This design comes from an exercise in tuning for small area, a short achievable clock period and few clock cycles on the open sky130 flow, not from production work. The RTL was checked by simulation tests, not by an equivalence proof against the original design. Power figures rest on the tool's default switching activity, not on a simulated workload.

**flow/run.sh**
```bash
#!/bin/bash
# synth_recipe.tcl (not shown) runs the flow's synth.tcl, then flattens the netlist and writes it again
# the make line also repeats each setting of config.mk as NAME=value (left out here)
make -C /OpenROAD-flow-scripts/flow DESIGN_CONFIG=/design/flow/config.mk WORK_HOME=/design/flow/orfs CLKGATE_MAP_FILE= SYNTH_SCRIPT=/design/flow/synth_recipe.tcl finish
```
**flow/config.mk**
```make
export PLATFORM = sky130hd
export DESIGN_NAME = fb_backend_top
export DESIGN_NICKNAME = fb_backend_top
export VERILOG_FILES = /design/flow/design.v
export SDC_FILE = /design/flow/constraint.sdc
export NUM_CORES = 4
export LEC_CHECK = 0
export CAP_MARGIN = 20
export CORE_MARGIN = 2
export CORE_UTILIZATION = 40
export SLEW_MARGIN = 20
```
**flow/constraint.sdc**
```tcl
create_clock -name core_clock -period 6.0 [get_ports {clk}]
set_input_delay 1.2000 -clock core_clock [delete_from_list [all_inputs] [get_ports {clk}]]
set_output_delay 1.2000 -clock core_clock [all_outputs]
set_load 0.01 [all_outputs]
```
**flow/design.v**
```verilog
package raster_pkg;
    localparam int screen_w = 16;
    localparam int screen_h = 8;
    localparam int x_width = $clog2(screen_w);
    localparam int y_width = $clog2(screen_h);
    localparam int pixel_count = screen_w * screen_h;
    localparam int index_width = x_width + y_width;
    localparam int depth_width = 16;
    localparam int rgb565_width = 16;
    localparam logic [7:0] default_alpha = 8'h00;
    typedef struct packed {
        logic [x_width-1:0] x;
        logic [y_width-1:0] y;
    } screen_pos_t;
    typedef struct packed {
        logic [7:0] r;
        logic [7:0] g;
        logic [7:0] b;
        logic [7:0] a;
    } rgba8888_t;
    typedef struct packed {
        logic [4:0] r;
        logic [5:0] g;
        logic [4:0] b;
    } rgb565_t;
    typedef struct packed {
        logic        enable;
        screen_pos_t start_pos;
        screen_pos_t end_pos;
    } scissor_t;
    typedef struct packed {
        scissor_t               scissor;
        rgba8888_t              clear_color;
        logic [depth_width-1:0] clear_depth;
        logic                   color_write_enable;
        logic                   depth_write_enable;
    } fb_config_t;
    typedef enum logic [1:0] {
        CMD_NONE        = 2'd0,
        CMD_MEMSET      = 2'd1,
        CMD_SWAP        = 2'd2,
        CMD_MEMSET_SWAP = 2'd3
    } fb_cmd_e;
    typedef enum logic [1:0] {
        SEQ_IDLE   = 2'd0,
        SEQ_LAUNCH = 2'd1,
        SEQ_WAIT   = 2'd2
    } seq_state_e;
    function automatic logic [rgb565_width-1:0] to_rgb565(input logic [31:0] color);
        to_rgb565 = {color[31:27], color[23:18], color[15:11]};
    endfunction
    function automatic logic [31:0] from_rgb565(input logic [rgb565_width-1:0] color);
        from_rgb565 = {color[15:11], 3'b000, color[10:5], 2'b00, color[4:0], 3'b000, default_alpha};
    endfunction
endpackage
`timescale 1ns/10ps
module framebuffer_tile #(
    parameter int pixel_width = 16
)
(
    input  logic                        clk,
    input  logic                        rst,
    input  raster_pkg::scissor_t        scissor,
    input  logic [pixel_width-1:0]      clear_value,
    input  logic                        write_enable,
    input  logic                        clear_start,
    input  logic                        wr_valid,
    input  raster_pkg::screen_pos_t     wr_pos,
    input  logic [pixel_width-1:0]      wr_data,
    input  logic                        rd_valid,
    input  raster_pkg::screen_pos_t     rd_pos,
    output logic                        rd_data_valid,
    output logic [pixel_width-1:0]      rd_data,
    output logic                        idle
);
    localparam int x_width     = raster_pkg::x_width;
    localparam int y_width     = raster_pkg::y_width;
    localparam int index_width = raster_pkg::index_width;
    localparam int pixel_count = raster_pkg::pixel_count;
    function automatic logic in_scissor(input logic [14:0] sc, input logic [6:0] pos);
        logic inside_x;
        logic inside_y;
        inside_x = (pos[6:3] >= sc[13:10]) && (pos[6:3] < sc[6:3]);
        inside_y = (pos[2:0] >= sc[9:7]) && (pos[2:0] < sc[2:0]);
        in_scissor = !sc[14] || (inside_x && inside_y);
    endfunction
    function automatic logic [index_width-1:0] pos_index(input logic [6:0] pos);
        pos_index = {pos[2:0], pos[6:3]};
    endfunction
    logic [pixel_width-1:0] mem [pixel_count];
    logic                   running;
    logic [index_width-1:0] walk_idx;
    raster_pkg::screen_pos_t walk_pos;
    logic                   mem_we;
    logic [index_width-1:0] mem_addr;
    logic [pixel_width-1:0] mem_wdata;
    assign walk_pos.x = walk_idx[x_width-1:0];
    assign walk_pos.y = walk_idx[index_width-1:x_width];
    always_comb
    begin
        if (running)
        begin
            mem_addr  = walk_idx;
            mem_wdata = clear_value;
            mem_we    = write_enable && in_scissor(scissor, walk_pos);
        end
        else
        begin
            mem_addr  = pos_index(wr_pos);
            mem_wdata = wr_data;
            mem_we    = wr_valid && write_enable && in_scissor(scissor, wr_pos);
        end
    end
    always_ff @(posedge clk)
    begin
        if (mem_we)
        begin
            mem[mem_addr] <= mem_wdata;
        end
    end
    always_ff @(posedge clk)
    begin
        if (rd_valid)
        begin
            rd_data <= mem[pos_index(rd_pos)];
        end
    end
    always_ff @(posedge clk)
    begin
        if (rst)
        begin
            rd_data_valid <= 1'b0;
        end
        else
        begin
            rd_data_valid <= rd_valid && !running;
        end
    end
    always_ff @(posedge clk)
    begin
        if (rst)
        begin
            running  <= 1'b0;
            walk_idx <= '0;
        end
        else if (running)
        begin
            walk_idx <= walk_idx + 1'b1;
            if (walk_idx == index_width'(pixel_count - 1))
            begin
                running <= 1'b0;
            end
        end
        else if (clear_start)
        begin
            running  <= 1'b1;
            walk_idx <= '0;
        end
    end
    assign idle = !running;
endmodule
`timescale 1ns/10ps
module buffer_sequencer (
    input  logic                clk,
    input  logic                rst,
    input  logic                cmd_valid,
    input  raster_pkg::fb_cmd_e cmd,
    input  logic                color_idle,
    input  logic                depth_idle,
    input  logic                fb_swapped,
    output logic                clear_start,
    output logic                swap_fb,
    output logic                busy,
    output logic                cmd_done
);
    raster_pkg::seq_state_e state;
    logic       swap_pending;
    logic       accept;
    logic       is_memset;
    logic       is_swap;
    logic       release_ok;
    assign accept     = cmd_valid && !busy && (cmd != raster_pkg::CMD_NONE);
    assign is_memset  = (cmd == raster_pkg::CMD_MEMSET) || (cmd == raster_pkg::CMD_MEMSET_SWAP);
    assign is_swap    = (cmd == raster_pkg::CMD_SWAP) || (cmd == raster_pkg::CMD_MEMSET_SWAP);
    assign release_ok = color_idle && depth_idle && (!swap_pending || fb_swapped);
    always_ff @(posedge clk)
    begin
        if (rst)
        begin
            state        <= raster_pkg::SEQ_IDLE;
            busy         <= 1'b0;
            clear_start  <= 1'b0;
            swap_fb      <= 1'b0;
            cmd_done     <= 1'b0;
            swap_pending <= 1'b0;
        end
        else
        begin
            clear_start <= 1'b0;
            swap_fb     <= 1'b0;
            cmd_done    <= 1'b0;
            case (state)
                raster_pkg::SEQ_IDLE:
                begin
                    if (accept)
                    begin
                        state        <= raster_pkg::SEQ_LAUNCH;
                        busy         <= 1'b1;
                        clear_start  <= is_memset;
                        swap_fb      <= is_swap;
                        swap_pending <= is_swap;
                    end
                end
                raster_pkg::SEQ_LAUNCH:
                begin
                    state <= raster_pkg::SEQ_WAIT;
                end
                raster_pkg::SEQ_WAIT:
                begin
                    if (release_ok)
                    begin
                        state        <= raster_pkg::SEQ_IDLE;
                        busy         <= 1'b0;
                        cmd_done     <= 1'b1;
                        swap_pending <= 1'b0;
                    end
                end
                default:
                begin
                    state <= raster_pkg::SEQ_IDLE;
                    busy  <= 1'b0;
                end
            endcase
        end
    end
endmodule
`timescale 1ns/10ps
module fb_backend_top (
    input  logic        clk,
    input  logic        rst,
    input  logic [64:0] cfg,
    input  logic        cmd_valid,
    input  logic [1:0]  cmd,
    input  logic        wr_valid,
    input  logic [6:0]  wr_pos,
    input  logic [31:0] wr_color,
    input  logic [15:0] wr_depth,
    input  logic        rd_valid,
    input  logic [6:0]  rd_pos,
    input  logic        fb_swapped,
    output logic        color_rd_valid,
    output logic [31:0] color_rd_data,
    output logic        depth_rd_valid,
    output logic [15:0] depth_rd_data,
    output logic        busy,
    output logic        swap_fb,
    output logic        cmd_done
);
    raster_pkg::fb_config_t  cfg_s;
    logic                    clear_start;
    logic                    color_idle;
    logic                    depth_idle;
    logic                    frag_wr_valid;
    logic                    frag_rd_valid;
    logic [15:0]             color_wr_data;
    logic [15:0]             color_clear_value;
    logic [15:0]             color_rd_raw;
    assign cfg_s = cfg;
    assign frag_wr_valid = wr_valid && !busy;
    assign frag_rd_valid = rd_valid && !busy;
    assign color_wr_data     = raster_pkg::to_rgb565(wr_color);
    assign color_clear_value = raster_pkg::to_rgb565(cfg_s.clear_color);
    assign color_rd_data     = raster_pkg::from_rgb565(color_rd_raw);
    buffer_sequencer seq (
        .clk         (clk),
        .rst         (rst),
        .cmd_valid   (cmd_valid),
        .cmd         (raster_pkg::fb_cmd_e'(cmd)),
        .color_idle  (color_idle),
        .depth_idle  (depth_idle),
        .fb_swapped  (fb_swapped),
        .clear_start (clear_start),
        .swap_fb     (swap_fb),
        .busy        (busy),
        .cmd_done    (cmd_done)
    );
    framebuffer_tile #(
        .pixel_width (16)
    ) color_tile (
        .clk           (clk),
        .rst           (rst),
        .scissor       (cfg_s.scissor),
        .clear_value   (color_clear_value),
        .write_enable  (cfg_s.color_write_enable),
        .clear_start   (clear_start),
        .wr_valid      (frag_wr_valid),
        .wr_pos        (wr_pos),
        .wr_data       (color_wr_data),
        .rd_valid      (frag_rd_valid),
        .rd_pos        (rd_pos),
        .rd_data_valid (color_rd_valid),
        .rd_data       (color_rd_raw),
        .idle          (color_idle)
    );
    framebuffer_tile #(
        .pixel_width (16)
    ) depth_tile (
        .clk           (clk),
        .rst           (rst),
        .scissor       (cfg_s.scissor),
        .clear_value   (cfg_s.clear_depth),
        .write_enable  (cfg_s.depth_write_enable),
        .clear_start   (clear_start),
        .wr_valid      (frag_wr_valid),
        .wr_pos        (wr_pos),
        .wr_data       (wr_depth),
        .rd_valid      (frag_rd_valid),
        .rd_pos        (rd_pos),
        .rd_data_valid (depth_rd_valid),
        .rd_data       (depth_rd_data),
        .idle          (depth_idle)
    );
endmodule
```
==> run notes <==
## cells in the mapped netlist (all sizes together) (13+ instances only)
cell and number:
ha 38, buf 299, nor4 126, o21ai 28, a211oi 17, nand2 186, a21oi 252, edfxtp 4128
clkbuf 229, nor3 19, o22ai 377, and3 129, a22oi 394, nand4 163, mux2i 1290, nor2 209
dfxtp 25, a22o 124, nor2b 13, nand3 23, nand2b 20, mux2 784, inv 22
## placed cells by master (no fill, tap or decap), drive strengths merged, types with 192 or more instances in the layout
| master | count |
|---|---|
| a21oi | 252 |
| a22oi | 394 |
| buf | 537 |
| clkbuf | 488 |
| clkinv | 192 |
| edfxtp | 4128 |
| mux2 | 784 |
| mux2i | 1290 |
| nor2 | 209 |
| o22ai | 377 |
## registers in the layout, summed over array words and instances (netlist names), 2 cells and up
| signal | cells |
|---|---|
| color_tile.mem | 2048 |
| color_tile.rd_data | 16 |
| color_tile.walk_idx | 7 |
| depth_tile.mem | 2048 |
| depth_tile.rd_data | 16 |
| depth_tile.walk_idx | 7 |
| seq.state | 2 |
## critical path, stage by stage
cell and delay, ps:
clkdlybuf4s50_1 760, ha_1 340, a211o_1 250, a31oi_1 150, o211ai_1 270, a2111oi_4 620
a22oi_2 460, buf_4 360, nor2_1 190, buf_4 310
## stage by stage
stage          hold slack [ps]  instances  setup slack [ps]  util (%)
2_1_floorplan              443       8974              1730         -
3_3_place_gp               474      14500               694      43.0
3_5_place_dp               468      14500               789      43.0
4_1_cts                    476      15300              1820      46.4
5_1_grt                    492      15300              1680      46.4
6_report                   484      15300              1670      46.4
## cell families after synthesis
logic type	count (synthesis)	synth area share [%]
DFF	4153	76.7
muxes	2074	13.4
AOI/OAI and AO/OA	1223	5.16
and+or+nand+nor	918	2.94
buffers and inverters	551	1.49
adders and majority gates	38	0.293
other	1	0.00231
xor gates and xnor gates	1	0.00540
## area by class of cell
type	instances	area, um^2
fillers	33700	216000
flip-flops and latches	4153	124000
multi-input cells	4270	36100
clock buffers	488	10600
well taps	5405	6760
repair buffers	675	6160
clock inverters	263	2790
inverters	23	86.3
diodes	9	22.5
## metal layers
| metal | vias up | global-route usage, % |
|---|---|---|
| li1 | 37300 | - |
| met4 | 6 | 5.37 |
| met2 | 3550 | 32.2 |
| met3 | 560 | 3.53 |
| met1 | 44800 | 29.4 |
| met5 | - | 0 |
## worst min-delay path by stage
stage                     cells past startpoint                             to  slack [ps]                           from
final                                         2  seq.swap_pending$_SDFFE_PP0P_         480  seq.swap_pending$_SDFFE_PP0P_
after global routing                          2  seq.swap_pending$_SDFFE_PP0P_         490  seq.swap_pending$_SDFFE_PP0P_
after CTS                                     2  seq.swap_pending$_SDFFE_PP0P_         480  seq.swap_pending$_SDFFE_PP0P_
after detailed placement                      2  seq.swap_pending$_SDFFE_PP0P_         470  seq.swap_pending$_SDFFE_PP0P_
after global placement                        2  seq.swap_pending$_SDFFE_PP0P_         470  seq.swap_pending$_SDFFE_PP0P_
after floorplan                               2  seq.swap_pending$_SDFFE_PP0P_         440  seq.swap_pending$_SDFFE_PP0P_
## power by group
group	total (mW)	leakage, nW	internal (mW)	switching [mW]
Sequential	32.2	37.3	32.2	0.0394
Clock	25.5	6.48	14.5	11.0
Combinational	3.19	18.5	0.958	2.23
Total	60.9	62.3	47.6	13.2
==> impl_metrics.env <==
export IMPL_worstPathMaxFanout=16
export IMPL_synth_area_top_cells="edfxtp_1, mux2i_1, mux2_2"
export IMPL_cts_max_level=5
export IMPL_r2r_setup_slack_ps=1930
export IMPL_synth_edf_count=4128
export IMPL_relSlewSlack_pct=17.5
export IMPL_worstMarginPinSlew_ps=1240
export IMPL_place_hpwl_um=266000
export IMPL_core_um2=403000
export IMPL_clock_path_buffers=4
export IMPL_fin_crit_sh_pct=72.2
export IMPL_grt_pass1_vias=83800
export IMPL_dpl_cell_area_um2=174000
export IMPL_ioPinCount=188
export IMPL_wl_met2_um=200000
export IMPL_peakVddDrop_v=0.000261
export IMPL_critical_path_class="in -> reg"
export IMPL_rows=233
export IMPL_end_kind="register"
export IMPL_final_nets=9704
export IMPL_finalPower_mw=60.9
export IMPL_cts_tree="built"
export IMPL_status="no timing/DRC/antenna violations"
export IMPL_cp_endpoint="color_tile.mem[99][14]$_DFFE_PP_"
export IMPL_min_path_type="reg -> reg"
export IMPL_synth_top_area_share_pct=76.4
export IMPL_leakage_nw=62.3
export IMPL_cp_arrival_ps=4970
export IMPL_syn_inst=8959
export IMPL_area_growth_pct=15.2
export IMPL_via_per_inst=5.64
export IMPL_vias=86200
export IMPL_clkTransAtPathRegs_ps=60
export IMPL_hold_buffers=0
export IMPL_syn_area_um2=162000
export IMPL_grt_start_max_net_pins=129
export IMPL_drc=0
export IMPL_yosys_warnings=3
export IMPL_post_cts_buffers=0
export IMPL_detail_route_antenna_nets=0
export IMPL_cellPowerDensity_nw_per_um2=326
export IMPL_yosysTopAreaCell="edfxtp_1"
export IMPL_cts_buffers=408
export IMPL_setup_violations=0
export IMPL_drt_total_wl_um=431000
export IMPL_clk_latency_ps=990
export IMPL_fin_skew_ps=49.4
export IMPL_gr_usage_all_layers_pct=20.5
export IMPL_first_pass_iters=6
export IMPL_seq_area_frac_synth_pct=76.7
export IMPL_drv_slew=0
export IMPL_synth_area_per_cell_um2=18.1
export IMPL_cts_sinks=4153
export IMPL_cts_resized_gates=0
export IMPL_drt_iter0_markers=10300
export IMPL_route_met3_wl_um=34700
export IMPL_grt_pass1_wl_um=609000
export IMPL_dieHeight_um=641
export IMPL_grt_overflow=0
export IMPL_antenna_found_initial=22
export IMPL_rsz0062_at_grt="false"
export IMPL_crit_required_ps=6640
export IMPL_max_freq_ghz=0.231
export IMPL_start_util_pct=40.2
export IMPL_synth_seq_cells=4153
export IMPL_design_area_um2=187000
export IMPL_die_area_um2=411000
export IMPL_finalCriticalPeriod_ps=4330
export IMPL_worstSetupStartpoint="wr_pos[2]"
export IMPL_drive_gt1_share_pct=20.7
export IMPL_r2r_start="color_tile.walk_idx[0]$_SDFFE_PP0P_"
export IMPL_drv_cap=0
export IMPL_ys_flop_type="edfxtp_1"
export IMPL_ys_async_sr_fraction_pct=0
export IMPL_cts_root_buf="clkbuf_16"
export IMPL_fin_setup_tns_ps=0
export IMPL_detail_route_wl_per_cell_um=28.2
export IMPL_die_w_um=641
export IMPL_rr_worst_depth=10
export IMPL_hold_violations=0
export IMPL_highest_layer="met5"
export IMPL_worstSetupStartpointType="primary input"
export IMPL_portBuffers=139
export IMPL_reg2reg_to="color_tile.mem[99][14]$_DFFE_PP_"
export IMPL_ys_types=60
export IMPL_gp_congestion=0.881
export IMPL_wl_met1_um=185000
Testbench counts, summed over its fixed seeds: cycles 10,998.

[re-timing with driven ports]
In the flow no input, the clock included, has a driving cell. The finished layout below was timed again as built, in two steps. Step 1, drivers: a clkbuf_16 drives clk and a buf_2 each remaining input, both assumed. Step 2 also shifts input and output timing later by t, the mid clock arrival at the registers, as if the neighbouring blocks saw the same clock. Three values: no drivers, after step 1, after step 2; two values: the first two.
shift t [ns]: 1.054
setup WS [ns]: 1.670 / 1.738 / 0.685
worst setup path after step 2: input to register
slew at the worst register clock pin (ns): 0.07 / 0.07
pins driven straight from the clock port: 1
After both steps this run still meets setup and hold. For this run, drivers alone change the setup slack by +0.068 ns; drivers and shift together by -0.985 ns.
